Context: an optimization exercise on an open-source flow, tuned for small area and a short achievable clock period. The choices shown serve that exercise and are no tape-out recipe. Where RTL was checked, it was by simulation tests only, not by an equivalence proof against the original. The clock port is modelled as an ideal driver; clocking choices that lean on that would not hold on a real chip. Power and IR drop assume default switching activity.

==> inputs of 11-27 <==
// frame_buf_top
module frame_buf_top
(
    input  logic              ddr_clk,
    input  logic              rst_n,
    input  logic              pix_fsync,
    input  logic              pix_valid,
    input  logic [PIX_W-1:0]  pix_data,
    input  logic              rd_fsync,
    input  logic              rd_en,
    output logic              vout_de,
    output logic [PIX_W-1:0]  vout_data,
    output logic              init_done,
    output logic              wr_overflow,
    output logic              rd_underrun,
    input  logic              axi_awready,
    input  logic              axi_wready,
    input  logic              axi_arready,
    input  logic              axi_rvalid,
    input  logic              axi_rlast,
    input  logic [WORD_W-1:0] axi_rdata,
    output logic [ADDR_W-1:0] axi_awaddr,
    output logic [ADDR_W-1:0] axi_araddr,
    output logic              axi_awvalid,
    output logic              axi_wvalid,
    output logic              axi_wlast,
    output logic              axi_arvalid,
    output logic [WORD_W-1:0] axi_wdata
);
export LEC_CHECK = 0
export CAP_MARGIN = 20
export CORE_MARGIN = 2
export CORE_UTILIZATION = 82
export CTS_BUF_LIST = sky130_fd_sc_hd__clkbuf_16
export CTS_CLUSTER_DIAMETER = 80
export CTS_CLUSTER_SIZE = 32
export SETUP_SLACK_MARGIN = 3.4
export SLEW_MARGIN = 20
create_clock -name core_clock -period 5.5 [get_ports {ddr_clk}]
standard.sh (not shown) runs the stock make flow with config.mk's settings and CLKGATE_MAP_FILE= SYNTH_SCRIPT=/design/flow/synth_recipe.tcl, a recipe that flattens the netlist after the stock synthesis.
==> flow/flow/run.sh <==
#!/bin/bash
# Standard layout with two changes: the port buffers are buf_2 cells, and
# after placement each flip-flop that drives an output port is moved next to
# that port's buffer (then legalised) before clock tree synthesis.
set -euo pipefail
export BUFFER_PORTS_ARGS="-buffer_cell sky130_fd_sc_hd__buf_2"
bash standard.sh synth floorplan place > standard_place.log 2>&1
PLACE_ODB=$(pwd)/orfs/results/sky130hd/frame_buf_top/base/3_place.odb
PLACE_ODB=$PLACE_ODB openroad -no_init -exit flow/move_out_ffs.tcl > move_out_ffs.log 2>&1
bash standard.sh > standard_finish.log 2>&1
==> flow/flow/move_out_ffs.tcl <==
# Move each flip-flop that drives an output port's buffer next to that buffer,
# then legalise.  Reads and rewrites the placed design given in PLACE_ODB.
read_db $::env(PLACE_ODB)
set block [ord::get_db_block]
set moved 0
foreach bt [$block getBTerms] {
  if {[$bt getIoType] != "OUTPUT"} continue
  set net [$bt getNet]
  if {$net == "NULL"} continue
  foreach it [$net getITerms] {
    if {![$it isOutputSignal]} continue
    set buf [$it getInst]
    foreach it2 [$buf getITerms] {
      if {![$it2 isInputSignal]} continue
      set n2 [$it2 getNet]
      if {$n2 == "NULL"} continue
      foreach it3 [$n2 getITerms] {
        if {![$it3 isOutputSignal]} continue
        set ff [$it3 getInst]
        if {![string match "*df*" [[$ff getMaster] getName]]} continue
        set loc [$buf getLocation]
        $ff setLocation [lindex $loc 0] [lindex $loc 1]
        $ff setPlacementStatus PLACED
        incr moved
      }
    }
  }
}
puts "moved $moved output flip-flops"
detailed_placement
check_placement -verbose
write_db $::env(PLACE_ODB)
==> 08-07 (differences from 11-27) <==
--- a/flow/design.v
+++ b/flow/design.v
@@ -44,24 +44,26 @@
     logic                  in_buf, in_buf_n;            
     logic [1:0]            buf_full, buf_full_n;
     logic                  pix_take, word_end, line_end;
     logic                  out_buf, out_buf_n;          
     logic                  wr_bank;
     logic                  sending, sending_n;          
     logic                  lane0_q;                     
+    logic                  last_q;                      
+    logic [WORD_IDX_W-1:0] in_word_n;
     logic [1:0]            fill_q, fill_n;              
     logic [1:0]            send_q, send_n;              
     logic                  beat;
     logic [1:0]            shift;
     assign lane_c   = pix_fsync ? '0 : in_lane;         
     assign word_c   = pix_fsync ? '0 : in_word;
     assign line_c   = pix_fsync ? '0 : in_line;
     assign pix_take = pix_valid && !(&buf_full);        
     assign word_end = pix_take && (lane_c == LANE_W'(PIX_PER_WORD - 1));
-    assign line_end = word_end && (word_c == WORD_IDX_W'(BURST_WORDS - 1));
+    assign line_end = pix_take && !pix_fsync && last_q;  
     assign beat     = axi_wready && sending;
     for (genvar b = 0; b < 2; b++)
     begin : g_shift
         assign shift[b] = (pix_valid && fill_q[b] && (pix_fsync || lane0_q))
                        || (axi_wready && send_q[b]);
     end
     always_ff @(posedge ddr_clk)
@@ -79,14 +81,15 @@
         if (line_end)
             buf_line[in_buf] <= line_c;                 
         wr_data <= chain[out_buf][beat ? 1 : 0];
     end
     always_comb
     begin
         in_lane_n  = pix_take ? lane_c + 1'b1 : in_lane;
+        in_word_n  = pix_take ? (word_end ? word_c + 1'b1 : word_c) : in_word;
         buf_full_n = buf_full;
         if (line_end)
             buf_full_n[in_buf] = 1'b1;                  
         if (wr_done)
             buf_full_n[out_buf] = 1'b0;
         in_buf_n   = in_buf ^ line_end;
         out_buf_n  = out_buf ^ wr_done;
@@ -107,28 +110,29 @@
             in_buf      <= 1'b0;
             buf_full    <= 2'b00;
             out_buf     <= 1'b0;
             wr_bank     <= 1'b0;
             wr_overflow <= 1'b0;
             sending     <= 1'b0;
             lane0_q     <= 1'b1;
+            last_q      <= 1'b0;
             fill_q      <= 2'b01;
             send_q      <= 2'b00;
         end
         else
         begin
             if (pix_valid && (&buf_full))
                 wr_overflow <= 1'b1;                    
             if (pix_take)
-            begin
-                in_word <= word_end ? word_c + 1'b1 : word_c;
                 in_line <= line_end ? line_c + 1'b1 : line_c;
-            end
             in_lane  <= in_lane_n;
+            in_word  <= in_word_n;
             lane0_q  <= (in_lane_n == '0);
+            last_q   <= (in_lane_n == LANE_W'(PIX_PER_WORD - 1))
+                        && (in_word_n == WORD_IDX_W'(BURST_WORDS - 1));
             buf_full <= buf_full_n;
             in_buf   <= in_buf_n;
             out_buf  <= out_buf_n;
             sending  <= sending_n;
             fill_q   <= fill_n;
             send_q   <= send_n;
             if (frame_done)
@@ -336,28 +340,40 @@
     assign idle     = (state == 4'd0);
     assign grant_wr = idle && wr_req && (!rd_req || !last_wr);
     assign grant_rd = idle && rd_req && !grant_wr;
     assign wr_ready = grant_wr;
     assign rd_ready = grant_rd;
     assign wr_busy  = state[ST_WADDR] || state[ST_WDATA];
     assign rd_busy  = state[ST_RADDR] || state[ST_RDATA];
-    assign axi_awvalid = state[ST_WADDR];
-    assign axi_arvalid = state[ST_RADDR];
-    assign axi_wvalid  = state[ST_WDATA];
+    logic [2:0]            vld_q;
+    assign axi_awvalid = vld_q[0];
+    assign axi_wvalid  = vld_q[1];
+    assign axi_arvalid = vld_q[2];
     assign axi_wlast   = last_beat;                     
     assign wr_start    = state[ST_WADDR] && axi_awready;
     assign wr_data_re  = state[ST_WDATA] && axi_wready;
     assign wr_done     = wr_data_re && last_beat;
     assign rd_data_en  = state[ST_RDATA] && axi_rvalid;
     assign rd_done     = rd_data_en && axi_rlast;
     always_ff @(posedge ddr_clk)
         aw_addr <= wr_addr;
     always_ff @(posedge ddr_clk)
     begin
         if (!rst_n)
+            vld_q <= '0;
+        else
+        begin
+            vld_q[0] <= grant_wr || (state[ST_WADDR] && !axi_awready);
+            vld_q[1] <= (state[ST_WADDR] && axi_awready) || (state[ST_WDATA] && !wr_done);
+            vld_q[2] <= grant_rd || (state[ST_RADDR] && !axi_arready);
+        end
+    end
+    always_ff @(posedge ddr_clk)
+    begin
+        if (!rst_n)
             ar_addr <= '0;
         else if (grant_rd)
             ar_addr <= rd_addr;
     end
     always_ff @(posedge ddr_clk)
     begin
         if (!rst_n)
Settings changed: CORE_UTILIZATION 82 to 65.
==> 12-17 (differences from 11-27) <==
--- a/flow/design.v
+++ b/flow/design.v
@@ -44,24 +44,26 @@
     logic                  in_buf, in_buf_n;            
     logic [1:0]            buf_full, buf_full_n;
     logic                  pix_take, word_end, line_end;
     logic                  out_buf, out_buf_n;          
     logic                  wr_bank;
     logic                  sending, sending_n;          
     logic                  lane0_q;                     
+    logic                  last_q;                      
+    logic [WORD_IDX_W-1:0] in_word_n;
     logic [1:0]            fill_q, fill_n;              
     logic [1:0]            send_q, send_n;              
     logic                  beat;
     logic [1:0]            shift;
     assign lane_c   = pix_fsync ? '0 : in_lane;         
     assign word_c   = pix_fsync ? '0 : in_word;
     assign line_c   = pix_fsync ? '0 : in_line;
     assign pix_take = pix_valid && !(&buf_full);        
     assign word_end = pix_take && (lane_c == LANE_W'(PIX_PER_WORD - 1));
-    assign line_end = word_end && (word_c == WORD_IDX_W'(BURST_WORDS - 1));
+    assign line_end = pix_take && !pix_fsync && last_q;  
     assign beat     = axi_wready && sending;
     for (genvar b = 0; b < 2; b++)
     begin : g_shift
         assign shift[b] = (pix_valid && fill_q[b] && (pix_fsync || lane0_q))
                        || (axi_wready && send_q[b]);
     end
     always_ff @(posedge ddr_clk)
@@ -79,14 +81,15 @@
         if (line_end)
             buf_line[in_buf] <= line_c;                 
         wr_data <= chain[out_buf][beat ? 1 : 0];
     end
     always_comb
     begin
         in_lane_n  = pix_take ? lane_c + 1'b1 : in_lane;
+        in_word_n  = pix_take ? (word_end ? word_c + 1'b1 : word_c) : in_word;
         buf_full_n = buf_full;
         if (line_end)
             buf_full_n[in_buf] = 1'b1;                  
         if (wr_done)
             buf_full_n[out_buf] = 1'b0;
         in_buf_n   = in_buf ^ line_end;
         out_buf_n  = out_buf ^ wr_done;
@@ -107,28 +110,29 @@
             in_buf      <= 1'b0;
             buf_full    <= 2'b00;
             out_buf     <= 1'b0;
             wr_bank     <= 1'b0;
             wr_overflow <= 1'b0;
             sending     <= 1'b0;
             lane0_q     <= 1'b1;
+            last_q      <= 1'b0;
             fill_q      <= 2'b01;
             send_q      <= 2'b00;
         end
         else
         begin
             if (pix_valid && (&buf_full))
                 wr_overflow <= 1'b1;                    
             if (pix_take)
-            begin
-                in_word <= word_end ? word_c + 1'b1 : word_c;
                 in_line <= line_end ? line_c + 1'b1 : line_c;
-            end
             in_lane  <= in_lane_n;
+            in_word  <= in_word_n;
             lane0_q  <= (in_lane_n == '0);
+            last_q   <= (in_lane_n == LANE_W'(PIX_PER_WORD - 1))
+                        && (in_word_n == WORD_IDX_W'(BURST_WORDS - 1));
             buf_full <= buf_full_n;
             in_buf   <= in_buf_n;
             out_buf  <= out_buf_n;
             sending  <= sending_n;
             fill_q   <= fill_n;
             send_q   <= send_n;
             if (frame_done)
@@ -336,28 +340,40 @@
     assign idle     = (state == 4'd0);
     assign grant_wr = idle && wr_req && (!rd_req || !last_wr);
     assign grant_rd = idle && rd_req && !grant_wr;
     assign wr_ready = grant_wr;
     assign rd_ready = grant_rd;
     assign wr_busy  = state[ST_WADDR] || state[ST_WDATA];
     assign rd_busy  = state[ST_RADDR] || state[ST_RDATA];
-    assign axi_awvalid = state[ST_WADDR];
-    assign axi_arvalid = state[ST_RADDR];
-    assign axi_wvalid  = state[ST_WDATA];
+    logic [2:0]            vld_q;
+    assign axi_awvalid = vld_q[0];
+    assign axi_wvalid  = vld_q[1];
+    assign axi_arvalid = vld_q[2];
     assign axi_wlast   = last_beat;                     
     assign wr_start    = state[ST_WADDR] && axi_awready;
     assign wr_data_re  = state[ST_WDATA] && axi_wready;
     assign wr_done     = wr_data_re && last_beat;
     assign rd_data_en  = state[ST_RDATA] && axi_rvalid;
     assign rd_done     = rd_data_en && axi_rlast;
     always_ff @(posedge ddr_clk)
         aw_addr <= wr_addr;
     always_ff @(posedge ddr_clk)
     begin
         if (!rst_n)
+            vld_q <= '0;
+        else
+        begin
+            vld_q[0] <= grant_wr || (state[ST_WADDR] && !axi_awready);
+            vld_q[1] <= (state[ST_WADDR] && axi_awready) || (state[ST_WDATA] && !wr_done);
+            vld_q[2] <= grant_rd || (state[ST_RADDR] && !axi_arready);
+        end
+    end
+    always_ff @(posedge ddr_clk)
+    begin
+        if (!rst_n)
             ar_addr <= '0;
         else if (grant_rd)
             ar_addr <= rd_addr;
     end
     always_ff @(posedge ddr_clk)
     begin
         if (!rst_n)
==> flow/flow/run.sh (replaced) <==
#!/bin/bash
set -euo pipefail
export BUFFER_PORTS_ARGS="-buffer_cell sky130_fd_sc_hd__buf_2"
RES=$(pwd)/orfs/results/sky130hd/frame_buf_top/base
bash standard.sh synth floorplan place > standard_place.log 2>&1
PLACE_ODB=$RES/3_place.odb openroad -no_init -exit flow/move_out_ffs.tcl > move_out_ffs.log 2>&1
bash standard.sh cts > standard_cts.log 2>&1
CTS_ODB=$RES/4_cts.odb CLOCK_PORT=ddr_clk openroad -no_init -exit flow/split_root.tcl > split_root.log 2>&1
bash standard.sh > standard_finish.log 2>&1
==> flow/flow/split_root.tcl (new file) <==
read_db $::env(CTS_ODB)
set block [ord::get_db_block]
set port  $::env(CLOCK_PORT)
set cnet  [[$block findBTerm $port] getNet]
set sinks {}
foreach it [$cnet getITerms] { lappend sinks $it }
if {[llength $sinks] != 1} {
  puts "clock port feeds [llength $sinks] cells, left as it is"
  write_db $::env(CTS_ODB)
  exit
}
set root    [[lindex $sinks 0] getInst]
set master  [$root getMaster]
set rootnet {}
foreach it [$root getITerms] { if {[$it isOutputSignal]} { set rootnet [$it getNet] } }
set rloc [$root getLocation]
set rx [lindex $rloc 0]; set ry [lindex $rloc 1]
# group the loads of the root by quadrant around the root
array set grp {}
foreach it [$rootnet getITerms] {
  if {![$it isInputSignal]} continue
  set loc [[$it getInst] getLocation]
  set q [expr {([lindex $loc 0] > $rx ? 1 : 0) + ([lindex $loc 1] > $ry ? 2 : 0)}]
  lappend grp($q) $it
}
set quads [lsort [array names grp]]
puts "root [$root getName] drives [llength [$rootnet getITerms]] pins in quadrants $quads"
set first 1
foreach q $quads {
  set sx 0; set sy 0; set n 0
  foreach it $grp($q) { set loc [[$it getInst] getLocation]; incr sx [lindex $loc 0]; incr sy [lindex $loc 1]; incr n }
  set cx [expr {$sx / $n}]; set cy [expr {$sy / $n}]
  if {$first} {
    # the original root keeps the first quadrant
    $root setLocation $cx $cy
    set first 0
    puts "quadrant $q: [$root getName] at $cx $cy drives $n"
    continue
  }
  set name "${port}_root_q$q"
  set buf [odb::dbInst_create $block $master $name]
  set net [odb::dbNet_create $block "${port}_rootnet_q$q"]
  $net setSigType CLOCK
  [$buf findITerm A] connect $cnet
  [$buf findITerm X] connect $net
  foreach it $grp($q) { $it disconnect; $it connect $net }
  $buf setLocation $cx $cy
  $buf setPlacementStatus PLACED
  puts "quadrant $q: $name at $cx $cy drives $n"
}
detailed_placement
check_placement -verbose
write_db $::env(CTS_ODB)
Settings changed: CORE_UTILIZATION 82 to 65, SETUP_SLACK_MARGIN 3.4 to 3.55.
==> out/results.tsv <==
stage	metric	value	unit
synth	Synth Cell Area	0.0687	mm^2
synth	Synth Area in Adders	0.00273	
synth	Post-Syn Instances	2614	
synth	#FFs+latches synth	2195	
status	Err	[ERROR DPL-0033] detailed placement checks failed during check placement.	
synth	Simple-Gate Fraction of Synth Area	0.00956	
status	outcome	stopped before the end	
synth	Synth area leaders	edfxtp_1 (90%), dfxtp_1 (4.1%), mux4_2 (3.1%)	
synth	Synth top area share	0.898	
status	Fail Step	detailed placement	
That was 11-27.
==> out/results.tsv <==
stage	metric	value	unit
status	outcome	timing/DRC/antenna clean	
synth	Synth top area share	0.897	
synth	Post-Syn Instances	2625	
synth	Synth Area in Adders	0.00255	
synth	#FFs+latches synth	2199	
That was 08-07.
==> out/results.tsv <==
stage	metric	value	unit
clock_tree	H-tree depth	3	
synth	Synth Area in Adders	0.00255	
status	outcome	timing/DRC/antenna clean	
synth	Post-Syn Instances	2625	
synth	Synth top area share	0.897	
synth	#FFs+latches synth	2199	
synth	Synth area leaders	edfxtp_1 (90%), dfxtp_1 (4.2%), mux4_2 (3.1%)	
synth	Synth Cell Area	0.0688	mm^2
synth	Simple-Gate Fraction of Synth Area	0.0100	
That was 12-17.

---

==> trial 60: inputs <==
frame_buf_top, a different RTL version from the one above (not shown whole).
// frame_buf_top
module frame_buf_top
(
    input  logic              ddr_clk,
    input  logic              rst_n,
    input  logic              pix_fsync,
    input  logic              pix_valid,
    input  logic [PIX_W-1:0]  pix_data,
    input  logic              rd_fsync,
    input  logic              rd_en,
    output logic              vout_de,
    output logic [PIX_W-1:0]  vout_data,
    output logic              init_done,
    output logic              wr_overflow,
    output logic              rd_underrun,
    input  logic              axi_awready,
    input  logic              axi_wready,
    input  logic              axi_arready,
    input  logic              axi_rvalid,
    input  logic              axi_rlast,
    input  logic [WORD_W-1:0] axi_rdata,
    output logic [ADDR_W-1:0] axi_awaddr,
    output logic [ADDR_W-1:0] axi_araddr,
    output logic              axi_awvalid,
    output logic              axi_wvalid,
    output logic              axi_wlast,
    output logic              axi_arvalid,
    output logic [WORD_W-1:0] axi_wdata
);
    logic              wr_req, wr_ready, wr_done, wr_data_re, wr_busy, wr_start;
    logic [3:0]        wr_addr;                     
    logic              rd_req, rd_ready, rd_done, rd_data_en, rd_busy;
    logic [3:0]        rd_addr;
    logic              frame_done, done_bank;
    logic [3:0]        aw_addr, ar_addr;
    line_writer i_writer (
        .ddr_clk     (ddr_clk),
        .rst_n       (rst_n),
        .pix_fsync   (pix_fsync),
        .pix_valid   (pix_valid),
  ...
==> module burst_master, before the edit <==
module burst_master
(
    input  logic              ddr_clk,
    input  logic              rst_n,
    input  logic              wr_req,
    input  logic [3:0]        wr_addr,
    input  logic              rd_req,
    input  logic [3:0]        rd_addr,
    input  logic              axi_awready,
    input  logic              axi_wready,
    input  logic              axi_arready,
    input  logic              axi_rvalid,
    input  logic              axi_rlast,
    output logic              wr_ready,
    output logic              wr_busy,
    output logic              wr_done,
    output logic              wr_data_re,
    output logic              wr_start,
    output logic              rd_ready,
    output logic              rd_busy,
    output logic              rd_done,
    output logic              rd_data_en,
    output logic [3:0]        aw_addr,
    output logic [3:0]        ar_addr,
    output logic              axi_awvalid,
    output logic              axi_wvalid,
    output logic              axi_wlast,
    output logic              axi_arvalid
);
    logic [3:0]            state;                       
    logic [WORD_IDX_W-1:0] beat;                        
    logic                  last_wr;                     
    logic                  last_beat;                   
    logic                  idle;
    logic                  grant_wr;
    logic                  grant_rd;
    assign idle     = (state == 4'd0);
    assign grant_wr = idle && wr_req && (!rd_req || !last_wr);
    assign grant_rd = idle && rd_req && !grant_wr;
    assign wr_ready = grant_wr;
    assign rd_ready = grant_rd;
    assign wr_busy  = state[ST_WADDR] || state[ST_WDATA];
    assign rd_busy  = state[ST_RADDR] || state[ST_RDATA];
    logic [2:0]            vld_q;
    assign axi_awvalid = vld_q[0];
    assign axi_wvalid  = vld_q[1];
    assign axi_arvalid = vld_q[2];
    assign axi_wlast   = last_beat;                     
    assign wr_start    = state[ST_WADDR] && axi_awready;
    assign wr_data_re  = state[ST_WDATA] && axi_wready;
    assign wr_done     = wr_data_re && last_beat;
    assign rd_data_en  = state[ST_RDATA] && axi_rvalid;
    assign rd_done     = rd_data_en && axi_rlast;
    always_ff @(posedge ddr_clk)
        aw_addr <= wr_addr;
    always_ff @(posedge ddr_clk)
    begin
        if (!rst_n)
            vld_q <= '0;
        else
        begin
            vld_q[0] <= grant_wr || (state[ST_WADDR] && !axi_awready);
            vld_q[1] <= (state[ST_WADDR] && axi_awready) || (state[ST_WDATA] && !wr_done);
            vld_q[2] <= grant_rd || (state[ST_RADDR] && !axi_arready);
        end
    end
    logic [3:0]            ar_hold;
    always_ff @(posedge ddr_clk)
    begin
        if (!rst_n)
            ar_hold <= '0;
        else if (grant_rd)
            ar_hold <= rd_addr;
    end
    always_ff @(posedge ddr_clk)
        ar_addr <= grant_rd ? rd_addr : ar_hold;
    always_ff @(posedge ddr_clk)
    begin
        if (!rst_n)
        begin
            state   <= 4'd0;
            beat      <= '0;
            last_beat <= 1'b0;
            last_wr   <= 1'b0;
        end
        else
        begin
            if (grant_wr)
            begin
                state   <= 4'd1 << ST_WADDR;
                last_wr <= 1'b1;
            end
            if (grant_rd)
            begin
                state   <= 4'd1 << ST_RADDR;
                last_wr <= 1'b0;
            end
            if (state[ST_WADDR] && axi_awready)
                state <= 4'd1 << ST_WDATA;
            if (wr_data_re)
            begin
                beat      <= beat + 1'b1;
                last_beat <= (beat == WORD_IDX_W'(BURST_WORDS - 2));
            end
            if (wr_done)
                state <= 4'd0;
            if (state[ST_RADDR] && axi_arready)
                state <= 4'd1 << ST_RDATA;
            if (rd_done)
                state <= 4'd0;
        end
    end
endmodule
Settings: LEC_CHECK=0, CAP_MARGIN=20, CORE_MARGIN=2, CORE_UTILIZATION=65, CTS_BUF_LIST=sky130_fd_sc_hd__clkbuf_16, CTS_CLUSTER_DIAMETER=80, CTS_CLUSTER_SIZE=32, SETUP_SLACK_MARGIN=3.55, SLEW_MARGIN=20; clock period 5.5 ns.
==> flow/flow/run.sh <==
#!/bin/bash
set -euo pipefail
export BUFFER_PORTS_ARGS="-buffer_cell sky130_fd_sc_hd__buf_2"
RES=$(pwd)/orfs/results/sky130hd/frame_buf_top/base
bash standard.sh synth floorplan place > standard_place.log 2>&1
PLACE_ODB=$RES/3_place.odb openroad -no_init -exit flow/move_out_ffs.tcl > move_out_ffs.log 2>&1
bash standard.sh cts > standard_cts.log 2>&1
CTS_ODB=$RES/4_cts.odb CLOCK_PORT=ddr_clk openroad -no_init -exit flow/split_root.tcl > split_root.log 2>&1
CTS_ODB=$RES/4_cts.odb CLOCK_PORT=ddr_clk openroad -no_init -exit flow/skip_mid.tcl > skip_mid.log 2>&1
bash standard.sh > standard_finish.log 2>&1
==> flow/flow/skip_mid.tcl <==
# After split_root.tcl: let each root buffer drive the leaf buffers of its
# quadrant directly, removing the middle level of the clock tree.  Every
# register's clock still passes through the same number of buffers (a root
# and a leaf).  Reads and rewrites the design given in CTS_ODB.
read_db $::env(CTS_ODB)
set block [ord::get_db_block]
set cnet  [[$block findBTerm $::env(CLOCK_PORT)] getNet]
set removed 0
foreach rit [$cnet getITerms] {
  set root [$rit getInst]
  set rnet {}
  foreach it [$root getITerms] { if {[$it isOutputSignal]} { set rnet [$it getNet] } }
  set mids {}
  foreach it [$rnet getITerms] { if {[$it isInputSignal]} { lappend mids [$it getInst] } }
  set leaves {}
  set ok 1
  foreach m $mids {
    if {![string match "*clkbuf*" [[$m getMaster] getName]]} { set ok 0 }
  }
  if {!$ok} { puts "root [$root getName]: a load is not a clock buffer, left as it is"; continue }
  set sx 0; set sy 0; set n 0
  foreach m $mids {
    set mnet {}
    foreach it [$m getITerms] { if {[$it isOutputSignal]} { set mnet [$it getNet] } }
    foreach it [$mnet getITerms] {
      if {[$it isInputSignal]} {
        lappend leaves $it
        set loc [[$it getInst] getLocation]; incr sx [lindex $loc 0]; incr sy [lindex $loc 1]; incr n
      }
    }
    foreach it [$m getITerms] { $it disconnect }
    odb::dbInst_destroy $m
    odb::dbNet_destroy $mnet
    incr removed
  }
  foreach it $leaves { $it connect $rnet }
  $root setLocation [expr {$sx / $n}] [expr {$sy / $n}]
  puts "root [$root getName] now drives $n leaf buffers"
}
puts "removed $removed middle buffers"
detailed_placement
check_placement -verbose
write_db $::env(CTS_ODB)
==> flow/flow/split_root.tcl <==
read_db $::env(CTS_ODB)
set block [ord::get_db_block]
set port  $::env(CLOCK_PORT)
set cnet  [[$block findBTerm $port] getNet]
set sinks {}
foreach it [$cnet getITerms] { lappend sinks $it }
if {[llength $sinks] != 1} {
  puts "clock port feeds [llength $sinks] cells, left as it is"
  write_db $::env(CTS_ODB)
  exit
}
set root    [[lindex $sinks 0] getInst]
set master  [$root getMaster]
set rootnet {}
foreach it [$root getITerms] { if {[$it isOutputSignal]} { set rootnet [$it getNet] } }
set rloc [$root getLocation]
set rx [lindex $rloc 0]; set ry [lindex $rloc 1]
# group the loads of the root by quadrant around the root
array set grp {}
foreach it [$rootnet getITerms] {
  if {![$it isInputSignal]} continue
  set loc [[$it getInst] getLocation]
  set q [expr {([lindex $loc 0] > $rx ? 1 : 0) + ([lindex $loc 1] > $ry ? 2 : 0)}]
  lappend grp($q) $it
}
set quads [lsort [array names grp]]
puts "root [$root getName] drives [llength [$rootnet getITerms]] pins in quadrants $quads"
set first 1
foreach q $quads {
  set sx 0; set sy 0; set n 0
  foreach it $grp($q) { set loc [[$it getInst] getLocation]; incr sx [lindex $loc 0]; incr sy [lindex $loc 1]; incr n }
  set cx [expr {$sx / $n}]; set cy [expr {$sy / $n}]
  if {$first} {
    # the original root keeps the first quadrant
    $root setLocation $cx $cy
    set first 0
    puts "quadrant $q: [$root getName] at $cx $cy drives $n"
    continue
  }
  set name "${port}_root_q$q"
  set buf [odb::dbInst_create $block $master $name]
  set net [odb::dbNet_create $block "${port}_rootnet_q$q"]
  $net setSigType CLOCK
  [$buf findITerm A] connect $cnet
  [$buf findITerm X] connect $net
  foreach it $grp($q) { $it disconnect; $it connect $net }
  $buf setLocation $cx $cy
  $buf setPlacementStatus PLACED
  puts "quadrant $q: $name at $cx $cy drives $n"
}
detailed_placement
check_placement -verbose
write_db $::env(CTS_ODB)
Scripts as last shown in full above: flow/flow/move_out_ffs.tcl
==> build 37: changes against trial 60 <==
--- a/flow/design.v
+++ b/flow/design.v
@@ -44,26 +44,24 @@
     logic                  in_buf, in_buf_n;            
     logic [1:0]            buf_full, buf_full_n;
     logic                  pix_take, word_end, line_end;
     logic                  out_buf, out_buf_n;          
     logic                  wr_bank;
     logic                  sending, sending_n;          
     logic                  lane0_q;                     
-    logic                  last_q;                      
-    logic [WORD_IDX_W-1:0] in_word_n;
     logic [1:0]            fill_q, fill_n;              
     logic [1:0]            send_q, send_n;              
     logic                  beat;
     logic [1:0]            shift;
     assign lane_c   = pix_fsync ? '0 : in_lane;         
     assign word_c   = pix_fsync ? '0 : in_word;
     assign line_c   = pix_fsync ? '0 : in_line;
     assign pix_take = pix_valid && !(&buf_full);        
     assign word_end = pix_take && (lane_c == LANE_W'(PIX_PER_WORD - 1));
-    assign line_end = pix_take && !pix_fsync && last_q;  
+    assign line_end = word_end && (word_c == WORD_IDX_W'(BURST_WORDS - 1));
     assign beat     = axi_wready && sending;
     for (genvar b = 0; b < 2; b++)
     begin : g_shift
         assign shift[b] = (pix_valid && fill_q[b] && (pix_fsync || lane0_q))
                        || (axi_wready && send_q[b]);
     end
     always_ff @(posedge ddr_clk)
@@ -81,15 +79,14 @@
         if (line_end)
             buf_line[in_buf] <= line_c;                 
         wr_data <= chain[out_buf][beat ? 1 : 0];
     end
     always_comb
     begin
         in_lane_n  = pix_take ? lane_c + 1'b1 : in_lane;
-        in_word_n  = pix_take ? (word_end ? word_c + 1'b1 : word_c) : in_word;
         buf_full_n = buf_full;
         if (line_end)
             buf_full_n[in_buf] = 1'b1;                  
         if (wr_done)
             buf_full_n[out_buf] = 1'b0;
         in_buf_n   = in_buf ^ line_end;
         out_buf_n  = out_buf ^ wr_done;
@@ -110,29 +107,28 @@
             in_buf      <= 1'b0;
             buf_full    <= 2'b00;
             out_buf     <= 1'b0;
             wr_bank     <= 1'b0;
             wr_overflow <= 1'b0;
             sending     <= 1'b0;
             lane0_q     <= 1'b1;
-            last_q      <= 1'b0;
             fill_q      <= 2'b01;
             send_q      <= 2'b00;
         end
         else
         begin
             if (pix_valid && (&buf_full))
                 wr_overflow <= 1'b1;                    
             if (pix_take)
+            begin
+                in_word <= word_end ? word_c + 1'b1 : word_c;
                 in_line <= line_end ? line_c + 1'b1 : line_c;
+            end
             in_lane  <= in_lane_n;
-            in_word  <= in_word_n;
             lane0_q  <= (in_lane_n == '0);
-            last_q   <= (in_lane_n == LANE_W'(PIX_PER_WORD - 1))
-                        && (in_word_n == WORD_IDX_W'(BURST_WORDS - 1));
             buf_full <= buf_full_n;
             in_buf   <= in_buf_n;
             out_buf  <= out_buf_n;
             sending  <= sending_n;
             fill_q   <= fill_n;
             send_q   <= send_n;
             if (frame_done)
@@ -340,48 +336,33 @@
     assign idle     = (state == 4'd0);
     assign grant_wr = idle && wr_req && (!rd_req || !last_wr);
     assign grant_rd = idle && rd_req && !grant_wr;
     assign wr_ready = grant_wr;
     assign rd_ready = grant_rd;
     assign wr_busy  = state[ST_WADDR] || state[ST_WDATA];
     assign rd_busy  = state[ST_RADDR] || state[ST_RDATA];
-    logic [2:0]            vld_q;
-    assign axi_awvalid = vld_q[0];
-    assign axi_wvalid  = vld_q[1];
-    assign axi_arvalid = vld_q[2];
+    assign axi_awvalid = state[ST_WADDR];
+    assign axi_arvalid = state[ST_RADDR];
+    assign axi_wvalid  = state[ST_WDATA];
     assign axi_wlast   = last_beat;                     
     assign wr_start    = state[ST_WADDR] && axi_awready;
     assign wr_data_re  = state[ST_WDATA] && axi_wready;
     assign wr_done     = wr_data_re && last_beat;
     assign rd_data_en  = state[ST_RDATA] && axi_rvalid;
     assign rd_done     = rd_data_en && axi_rlast;
     always_ff @(posedge ddr_clk)
         aw_addr <= wr_addr;
     always_ff @(posedge ddr_clk)
     begin
         if (!rst_n)
-            vld_q <= '0;
-        else
-        begin
-            vld_q[0] <= grant_wr || (state[ST_WADDR] && !axi_awready);
-            vld_q[1] <= (state[ST_WADDR] && axi_awready) || (state[ST_WDATA] && !wr_done);
-            vld_q[2] <= grant_rd || (state[ST_RADDR] && !axi_arready);
-        end
-    end
-    logic [3:0]            ar_hold;
-    always_ff @(posedge ddr_clk)
-    begin
-        if (!rst_n)
-            ar_hold <= '0;
+            ar_addr <= '0;
         else if (grant_rd)
-            ar_hold <= rd_addr;
+            ar_addr <= rd_addr;
     end
     always_ff @(posedge ddr_clk)
-        ar_addr <= grant_rd ? rd_addr : ar_hold;
-    always_ff @(posedge ddr_clk)
     begin
         if (!rst_n)
         begin
             state   <= 4'd0;
             beat      <= '0;
             last_beat <= 1'b0;
             last_wr   <= 1'b0;
==> flow/flow/run.sh (replaced) <==
#!/bin/bash
# Standard layout with two changes: the port buffers are buf_2 cells, and
# after placement each flip-flop that drives an output port is moved next to
# that port's buffer (then legalised) before clock tree synthesis.
set -euo pipefail
export BUFFER_PORTS_ARGS="-buffer_cell sky130_fd_sc_hd__buf_2"
bash standard.sh synth floorplan place > standard_place.log 2>&1
PLACE_ODB=$(pwd)/orfs/results/sky130hd/frame_buf_top/base/3_place.odb
PLACE_ODB=$PLACE_ODB openroad -no_init -exit flow/move_out_ffs.tcl > move_out_ffs.log 2>&1
bash standard.sh > standard_finish.log 2>&1
- CORE_UTILIZATION: 65 -> 70
- SETUP_SLACK_MARGIN: 3.55 -> 3.3
removed: flow/flow/skip_mid.tcl
removed: flow/flow/split_root.tcl
==> trial 58: changes against trial 60 <==
--- a/flow/design.v
+++ b/flow/design.v
@@ -363,25 +363,22 @@
         else
         begin
             vld_q[0] <= grant_wr || (state[ST_WADDR] && !axi_awready);
             vld_q[1] <= (state[ST_WADDR] && axi_awready) || (state[ST_WDATA] && !wr_done);
             vld_q[2] <= grant_rd || (state[ST_RADDR] && !axi_arready);
         end
     end
-    logic [3:0]            ar_hold;
     always_ff @(posedge ddr_clk)
     begin
         if (!rst_n)
-            ar_hold <= '0;
+            ar_addr <= '0;
         else if (grant_rd)
-            ar_hold <= rd_addr;
+            ar_addr <= rd_addr;
     end
     always_ff @(posedge ddr_clk)
-        ar_addr <= grant_rd ? rd_addr : ar_hold;
-    always_ff @(posedge ddr_clk)
     begin
         if (!rst_n)
         begin
             state   <= 4'd0;
             beat      <= '0;
             last_beat <= 1'b0;
             last_wr   <= 1'b0;
==> flow/flow/run.sh (replaced) <==
#!/bin/bash
set -euo pipefail
export BUFFER_PORTS_ARGS="-buffer_cell sky130_fd_sc_hd__buf_2"
RES=$(pwd)/orfs/results/sky130hd/frame_buf_top/base
bash standard.sh synth floorplan place > standard_place.log 2>&1
PLACE_ODB=$RES/3_place.odb openroad -no_init -exit flow/move_out_ffs.tcl > move_out_ffs.log 2>&1
bash standard.sh cts > standard_cts.log 2>&1
CTS_ODB=$RES/4_cts.odb CLOCK_PORT=ddr_clk openroad -no_init -exit flow/split_root.tcl > split_root.log 2>&1
bash standard.sh > standard_finish.log 2>&1
- SETUP_SLACK_MARGIN: 3.55 -> 3.47
removed: flow/flow/skip_mid.tcl
==> comparison <==
Build 37 produced a clean layout. Trial 60 completed with no timing, DRC or antenna violations. Trial 58 passed the timing, design-rule and antenna checks. Register-to-register slack, lowest first: build 37, trial 58, trial 60. Sequential power is about the same in trial 58 and build 37. Of build 37 and trial 60, build 37 has the higher worst hold slack (gap 8.5 ps). Clock skew: trial 60 > trial 58 > build 37. In build 37 the design area is lower than in trial 58, by 1.1%.
==> figures <==
item	trial 60	build 37	trial 58
Run status	timing/DRC/antenna clean	timing/DRC/antenna clean	timing/DRC/antenna clean
Metal2 WL	50700 um	46700 um	47700 um
Non-clock buffers, area share	4.78%	3.18%	3.88%
Simple-gate area share of the yosys netlist	1.09%	0.956%	1.00%
Power dissipated in combinational cells	418 uW	373 uW	380 uW
Multi-input gate share of total cell area	5.56%	5.41%	5.43%
Adder-cell share of the synthesized area	0.254%	0.273%	0.255%
Pwr dens	337 nW/um2	344 nW/um2	343 nW/um2
Fraction of the core area covered by cells at the end of the flow	72.7%	77.3%	72.1%
Maximum number of pins on one net before global-route repair	101	124	102
Post-layout min period	2170 ps	2250 ps	2170 ps
CP Data Required Time	5680 ps	5800 ps	5730 ps
The RTL of trial 60 was laid out without a check of its function.

re-timing with driven ports:
In the flow no input, the clock included, has a driving cell. The finished layouts below were timed again as built, in two steps.
Step 1 (the two cells are an assumption about what drives the block):
set clk [get_ports {ddr_clk}]
set_driving_cell -lib_cell sky130_fd_sc_hd__clkbuf_16 $clk
set_driving_cell -lib_cell sky130_fd_sc_hd__buf_2 [delete_from_list [all_inputs] $clk]
Step 2 also shifts input and output timing later by t, the mid clock arrival at the registers, as if the neighbouring blocks saw the same clock.
Slacks: ideal ports / drivers / drivers and shift; pairs: ideal ports / drivers.
run	shift t [ns]	setup WS [ns]	latest minus earliest clock arrival (ns)	worst register clock-pin slew, ns	cell pins on the clock port's net
08-07	0.736	3.270 / 3.199 / 2.651	0.024 / 0.024	0.12 / 0.12	1
12-17	0.689	3.396 / 3.249 / 2.881	0.029 / 0.027	0.12 / 0.12	4
trial 60	0.661	3.334 / 3.245 / 2.792	0.041 / 0.041	0.12 / 0.12	4
build 37	0.726	3.245 / 3.194 / 2.562	0.018 / 0.018	0.11 / 0.11	1
trial 58	0.688	3.331 / 3.248 / 2.765	0.031 / 0.031	0.12 / 0.12	4
After both steps every run listed still meets setup and hold. For build 37, which loses most, drivers alone change the setup slack by -0.051 ns; drivers and shift together by -0.683 ns.
